Background: an optimization exercise with open tools, aiming at small area and a short achievable clock period. Do not read the settings as production practice.
RTL that was checked went through simulation tests only; none was proved equivalent to the original.
Power and IR drop assume default switching activity.

## htpa_target_builder
module htpa_target_builder #(
    parameter int N_TGT   = 20,
    parameter int MARGIN  = 2,
    parameter int MIN_PIX = 4
) (
    input  logic                   clk,
    input  logic                   rst_n,
    input  logic                   frame_start,
    input  logic                   frame_end,
    input  logic                   pix_valid,
    input  logic [6:0]             pix_x,
    input  logic [5:0]             pix_y,
    input  logic                   pix_hot,
    input  logic                   pix_fire,
    output logic [N_TGT-1:0]       busy,
    output logic [26*N_TGT-1:0]    box,
    output logic [N_TGT-1:0]       fire_out,
    output logic                   overflow,
    output logic                   frame_done
);
==> flow/config.mk <==
export PLATFORM = sky130hd
export DESIGN_NAME = htpa_target_builder
export DESIGN_NICKNAME = htpa_target_builder
export VERILOG_FILES = /design/flow/design.v
export SDC_FILE = /design/flow/constraint.sdc
export NUM_CORES = 4
export LEC_CHECK = 0
export ABC_AREA = 1
export CAP_MARGIN = 20
export CORE_MARGIN = 2
export CORE_UTILIZATION = 40
export SETUP_SLACK_MARGIN = 3.0
export SLEW_MARGIN = 20
==> flow/constraint.sdc <==
create_clock -name core_clock -period 7.0 [get_ports {clk}]
set_input_delay 1.4000 -clock core_clock [delete_from_list [all_inputs] [get_ports {clk}]]
set_output_delay 1.4000 -clock core_clock [all_outputs]
set_load 0.01 [all_outputs]
standard.sh (not shown) runs the stock make flow with config.mk's settings and CLKGATE_MAP_FILE= SYNTH_SCRIPT=/design/flow/synth_recipe.tcl, a recipe that flattens the netlist after the stock synthesis.
==> flow/flow/run.sh <==
#!/bin/bash
cp standard.sh standard_sh_copy.txt
export BUFFER_PORTS_ARGS="-buffer_cell sky130_fd_sc_hd__buf_1"
bash standard.sh > standard_flow.log 2>&1
The baseline finished clean.
Edit:
Settings changed: SETUP_SLACK_MARGIN 3.0 to 2.5.
What happened:
- power went down by 0.80%
- worst hold slack is better by 0.018 ns
- wire length went down by 8.2%
- count of clock-buffer cells in the layout went up by 6
- via count went down by about 4.5%
- worst setup slack is better by 0.090 ns
- synthesized cell count is unchanged
- non-clock buffer count went down by 149
- cell count went down by about 2%
- final area went down by about 8%
Function was not checked in any run of this note: the RTL went through the layout flow alone.

========
== build 49 ==
Another version of the RTL of htpa_target_builder (not shown whole).
Size in the first run: roughly 7900 cells after synthesis, about 56000 um2 of cells after synthesis.
Settings: LEC_CHECK=0, ABC_AREA=1, CAP_MARGIN=20, CORE_MARGIN=2, CORE_UTILIZATION=70, CTS_CLUSTER_DIAMETER=100, CTS_CLUSTER_SIZE=20, SETUP_SLACK_MARGIN=2.5, SLEW_MARGIN=20; clock period 7.0 ns.
==> flow/flow/run.sh <==
#!/bin/bash
cp standard.sh standard_sh_copy.txt
export BUFFER_PORTS_ARGS="-buffer_cell sky130_fd_sc_hd__buf_1"
export POST_GLOBAL_ROUTE_TCL="$PWD/flow/post_grt.tcl"
bash standard.sh > standard_flow.log 2>&1
==> flow/flow/post_grt.tcl <==
# Runs at the end of ORFS's global-route step (POST_GLOBAL_ROUTE_TCL). The timing repair
# there can upsize the loads of a weak driver and leave its net over the slew or
# capacitance limit, with no design repair after it; repair it here the same way the
# step's own repair_design does, then re-legalise and re-route the touched nets.
log_cmd estimate_parasitics -global_routing
log_cmd repair_design -verbose -cap_margin 30 -slew_margin 30
log_cmd global_route -start_incremental
log_cmd detailed_placement
log_cmd global_route -end_incremental
log_cmd estimate_parasitics -global_routing
write_guides $::env(RESULTS_DIR)/route.guide
The following lists how build 84 was set up differently from build 49:
- CTS_CLUSTER_SIZE: 20 -> unset
- CTS_CLUSTER_DIAMETER: 100 -> unset
- CORE_UTILIZATION: 70 -> 60
==> flow/flow/run.sh <==
#!/bin/bash
cp standard.sh standard_sh_copy.txt
export BUFFER_PORTS_ARGS="-buffer_cell sky130_fd_sc_hd__buf_1"
bash standard.sh > standard_flow.log 2>&1
removed: flow/flow/post_grt.tcl
Results
Diff build 49 -> build 84 | first-pass GRT wire length | up slightly
Between build 84 and build 49, the difference in multi-input logic cell count is negligible.
Re HPWL after detailed placement: build 84 and build 49 aren't equal, and the lower value belongs to build 49.
Build 84 vs. build 49: clock period minus worst slack went down by 0.064 ns.
Going from build 49 to build 84, the total power was found to have gone up by about 18%.
On clock share of power: build 84 sits above build 49.
Build 84: final area about 3% above build 49
The lower post-placement cell area came out of build 49.
The clock power in build 49 is 0.65 times that in build 84.
The inputs of build 28 differ from those of build 84 as listed below.
- a change of SETUP_SLACK_MARGIN from 2.5 to 3.0
Notes after the runs:
[flow] build 28 | stages: complete | final checks: fail | reason: max-capacitance violations, max-slew violations. Max capacitance violation total (higher): build 28. Reported for build 84 and build 28, row count turned out identical to the last digit. The final reports for build 28 and build 84 show share of final layout cell area taken by clock buffers and inverters lower in the former. Delta (build 28 minus build 84): final hold slack held steady; post-layout worst setup margin grew by 0.12 ns; wire length after detailed routing grew by 9.2%. Compared to build 84, build 28 has slew at the pin with the worst max-slew slack 0.37 ns higher. Sort build 84 and build 28 by initial detailed-routing violation count, descending, and build 28 comes first. The clock buffer count of build 28 exceeds that of build 84 by 7. In the flow results for build 84 and build 28, the power share of the clock group is smaller on build 28.

========
The RTL this note starts from:
==> flow/design.v <==
module htpa_target_builder #(
    parameter int N_TGT   = 20,
    parameter int MARGIN  = 2,
    parameter int MIN_PIX = 4
) (
    input  logic                   clk,
    input  logic                   rst_n,
    input  logic                   frame_start,
    input  logic                   frame_end,
    input  logic                   pix_valid,
    input  logic [6:0]             pix_x,
    input  logic [5:0]             pix_y,
    input  logic                   pix_hot,
    input  logic                   pix_fire,
    output logic [N_TGT-1:0]       busy,
    output logic [26*N_TGT-1:0]    box,
    output logic [N_TGT-1:0]       fire_out,
    output logic                   overflow,
    output logic                   frame_done
);
    localparam logic [N_TGT-1:0] ONE = 1;
    logic             acq_q;
    logic [N_TGT-1:0] wb_q, wb_d, wb_e;
    logic [N_TGT-1:0] wf_q, wf_d;
    logic [1:0]       wc_q [N_TGT];
    logic [1:0]       wc_d [N_TGT];
    logic [6:0]       wxo_q [N_TGT];
    logic [6:0]       wxo_d [N_TGT];
    logic [5:0]       wyo_q [N_TGT];
    logic [5:0]       wyo_d [N_TGT];
    logic [6:0]       wxn_q [N_TGT];
    logic [6:0]       wxn_d [N_TGT];
    logic [5:0]       wyn_q [N_TGT];
    logic [5:0]       wyn_d [N_TGT];
    logic             wovf_q, wovf_d;
    logic             take, pub_go, anyhit;
    logic [N_TGT-1:0] hit, hit_oh, below, pre;
    logic [N_TGT-1:0] pub_busy;
    logic [7:0]       xp, xm;    
    logic [6:0]       yp, ym;
    function automatic logic lt8(input logic [7:0] a, input logic [7:0] b);
        logic r, p;
        r = 1'b0;
        p = 1'b1;
        for (int k = 7; k >= 0; k--) begin
            r = r | (~a[k] & b[k] & p);
            p = p & ~(a[k] & ~b[k]);
        end
        lt8 = r;
    endfunction
    assign take   = (acq_q || frame_start) && pix_valid && pix_hot;
    assign pub_go = frame_end && (acq_q || frame_start);
    assign wb_e   = frame_start ? '0 : wb_q;
    function automatic logic [7:0] add2(input logic [6:0] p, input logic up);
        logic [7:0] r;
        logic [6:0] q;
        q = up ? p : ~p;
        r[0] = p[0];
        r[1] = ~p[1];
        r[2] = p[2] ^ q[1];
        r[3] = p[3] ^ (&q[2:1]);
        r[4] = p[4] ^ (&q[3:1]);
        r[5] = p[5] ^ (&q[4:1]);
        r[6] = p[6] ^ (&q[5:1]);
        r[7] = &q[6:1];
        add2 = r;
    endfunction
    logic [7:0] yp8, ym8;
    assign xp  = add2(pix_x, 1'b1);
    assign xm  = add2(pix_x, 1'b0);
    assign yp8 = add2({1'b0, pix_y}, 1'b1);
    assign ym8 = add2({1'b0, pix_y}, 1'b0);
    assign yp  = yp8[6:0];
    assign ym  = {ym8[7], ym8[5:0]};
    always_comb begin
        for (int i = 0; i < N_TGT; i++) begin
            hit[i] = take && wb_e[i]
                  && !lt8(xp, {1'b0, wxo_q[i]}) && (xm[7] || !lt8({1'b0, wxn_q[i]}, {1'b0, xm[6:0]}))
                  && !lt8({1'b0, yp}, {2'b0, wyo_q[i]}) && (ym[6] || !lt8({2'b0, wyn_q[i]}, {2'b0, ym[5:0]}));
        end
        pre = hit;
        for (int l = 0; l < 5; l++)
            for (int i = 0; i < N_TGT; i++)
                if ((i >> l) & 1) pre[i] = pre[i] | pre[((i >> l) << l) - 1];
        below = {pre[N_TGT-2:0], 1'b0};
        hit_oh = hit & ~below;
        anyhit = pre[N_TGT-1];
        for (int i = 0; i < N_TGT; i++) begin
            wb_d[i] = wb_e[i] | (take && !anyhit && (i == 0 || wb_e[i-1]));
            if (!wb_e[i]) begin
                wxo_d[i] = pix_x;
                wxn_d[i] = pix_x;
                wyo_d[i] = pix_y;
                wyn_d[i] = pix_y;
                wc_d[i]  = 2'd0;
                wf_d[i]  = pix_fire;
            end else begin
                wxo_d[i] = (hit_oh[i] && lt8({1'b0, pix_x}, {1'b0, wxo_q[i]})) ? pix_x : wxo_q[i];
                wxn_d[i] = (hit_oh[i] && lt8({1'b0, wxn_q[i]}, {1'b0, pix_x})) ? pix_x : wxn_q[i];
                wyo_d[i] = (hit_oh[i] && lt8({2'b0, pix_y}, {2'b0, wyo_q[i]})) ? pix_y : wyo_q[i];
                wyn_d[i] = (hit_oh[i] && lt8({2'b0, wyn_q[i]}, {2'b0, pix_y})) ? pix_y : wyn_q[i];
                wc_d[i]  = hit_oh[i] ? {wc_q[i][1] | wc_q[i][0], wc_q[i][1] | ~wc_q[i][0]} : wc_q[i];
                wf_d[i]  = wf_q[i] | (hit_oh[i] & pix_fire);
            end
            pub_busy[i] = wb_e[i] && (wc_d[i] == 2'd3);
        end
        wovf_d = (frame_start ? 1'b0 : wovf_q) | (take && !anyhit && wb_e[N_TGT-1]);
    end
    always_ff @(posedge clk) begin
        wb_q   <= wb_d;
        wf_q   <= wf_d;
        wovf_q <= wovf_d;
        for (int i = 0; i < N_TGT; i++) begin
            wxo_q[i] <= wxo_d[i];
            wyo_q[i] <= wyo_d[i];
            wxn_q[i] <= wxn_d[i];
            wyn_q[i] <= wyn_d[i];
            wc_q[i]  <= wc_d[i];
        end
    end
    always_ff @(posedge clk or negedge rst_n) begin
        if (!rst_n) begin
            acq_q      <= 1'b0;
            busy       <= '0;
            box        <= '0;
            fire_out   <= '0;
            overflow   <= 1'b0;
            frame_done <= 1'b0;
        end else begin
            acq_q      <= !frame_end && (frame_start || acq_q);
            frame_done <= pub_go;
            if (pub_go) begin
                busy     <= pub_busy;
                fire_out <= pub_busy & wf_d;
                overflow <= wovf_d;
                for (int i = 0; i < N_TGT; i++)
                    box[26*i +: 26] <= pub_busy[i] ? {wxo_d[i], wyo_d[i], wxn_d[i], wyn_d[i]} : 26'd0;
            end
        end
    end
endmodule
==> flow/config.mk <==
export PLATFORM = sky130hd
export DESIGN_NAME = htpa_target_builder
export DESIGN_NICKNAME = htpa_target_builder
export VERILOG_FILES = /design/flow/design.v
export SDC_FILE = /design/flow/constraint.sdc
export NUM_CORES = 4
export LEC_CHECK = 0
export ABC_AREA = 1
export CAP_MARGIN = 20
export CORE_MARGIN = 2
export CORE_UTILIZATION = 60
export SETUP_SLACK_MARGIN = 2.7
export SLEW_MARGIN = 20
==> flow/constraint.sdc <==
create_clock -name core_clock -period 7.0 [get_ports {clk}]
set_input_delay 1.4000 -clock core_clock [delete_from_list [all_inputs] [get_ports {clk}]]
set_output_delay 1.4000 -clock core_clock [all_outputs]
set_load 0.01 [all_outputs]
==> flow/flow/run.sh <==
#!/bin/bash
cp standard.sh standard_sh_copy.txt
export BUFFER_PORTS_ARGS="-buffer_cell sky130_fd_sc_hd__buf_1"
export POST_GLOBAL_ROUTE_TCL="$PWD/flow/post_grt.tcl"
bash standard.sh > standard_flow.log 2>&1
==> flow/flow/post_grt.tcl <==
# Runs at the end of ORFS's global-route step (POST_GLOBAL_ROUTE_TCL). The timing repair
# there can upsize the loads of a weak driver and leave its net over the slew or
# capacitance limit, with no design repair after it; repair it here the same way the
# step's own repair_design does, then re-legalise and re-route the touched nets.
log_cmd estimate_parasitics -global_routing
log_cmd repair_design -verbose -cap_margin 30 -slew_margin 30
log_cmd global_route -start_incremental
log_cmd detailed_placement
log_cmd global_route -end_incremental
log_cmd estimate_parasitics -global_routing
write_guides $::env(RESULTS_DIR)/route.guide
The starting point finished clean.
Rerun with:
- CTS_CLUSTER_DIAMETER: not set -> 80
- CTS_CLUSTER_SIZE: not set -> 24
- SETUP_SLACK_MARGIN: 2.7 -> 2.5
=>
- final area came out lower by about 5%
- sequential share of layout area came out higher by 2.2 points
- via count came out lower by about 2.2%
- sequential power is about the same
- power came out lower by about 18%
- worst setup slack loses 0.36 ns
Rerun with:
- CTS_CLUSTER_DIAMETER: 80 -> 100
- CTS_CLUSTER_SIZE: 24 -> 20
Effect: The changed run finished clean. Routed wire length grows slightly. Combinational power hardly moves. Clock skew rises by 0.019 ns. Total power rises slightly. Final cell count goes up slightly. Via count came out higher slightly. Die area stays the same. Worst setup slack improved by 0.26 ns.

separate check: timing with driven ports:
In the flow no input, the clock included, has a driving cell. The finished layouts below were timed again as built, in two steps. Step 1, drivers: a clkbuf_16 drives clk and a buf_2 each remaining input, both assumed. Step 2 moves the port delays by t, midway between the first and last clock arrival at a register: inputs arrive t later, outputs are due t later. That takes back most of the time a late clock gives input paths. Slacks: ideal ports / drivers / drivers and shift; pairs: ideal ports / drivers.
run | t (ns) | slack for setup (ns) | hold slack, ns | worst register clock-pin slew, ns
the first run of note 1 | 0.879 | 2.356 / 2.351 / 1.473 | 0.456 / 0.456 / 0.456 | 0.07 / 0.07
the second run of note 1 | 0.883 | 2.446 / 2.458 / 1.575 | 0.474 / 0.474 / 0.474 | 0.07 / 0.07
build 49 | 0.738 | 2.449 / 2.465 / 1.727 | 0.459 / 0.459 / 0.459 | 0.10 / 0.10
build 84 | 0.792 | 2.513 / 2.510 / 1.718 | 0.454 / 0.454 / 0.454 | 0.07 / 0.07
build 28 | 0.812 | 2.637 / 2.695 / 1.883 | 0.455 / 0.455 / 0.455 | 0.07 / 0.07
the first run of note 3 | 0.801 | 2.582 / 2.519 / 1.718 | 0.458 / 0.458 / 0.458 | 0.07 / 0.07
the second run of note 3 | 0.808 | 2.224 / 2.269 / 1.461 | 0.461 / 0.461 / 0.461 | 0.11 / 0.11
the third run of note 3 | 0.750 | 2.481 / 2.475 / 1.725 | 0.461 / 0.461 / 0.461 | 0.10 / 0.10
The setup slack of the first run of note 1, which loses most, moves by -0.005 ns with the drivers and by -0.883 ns with both steps.
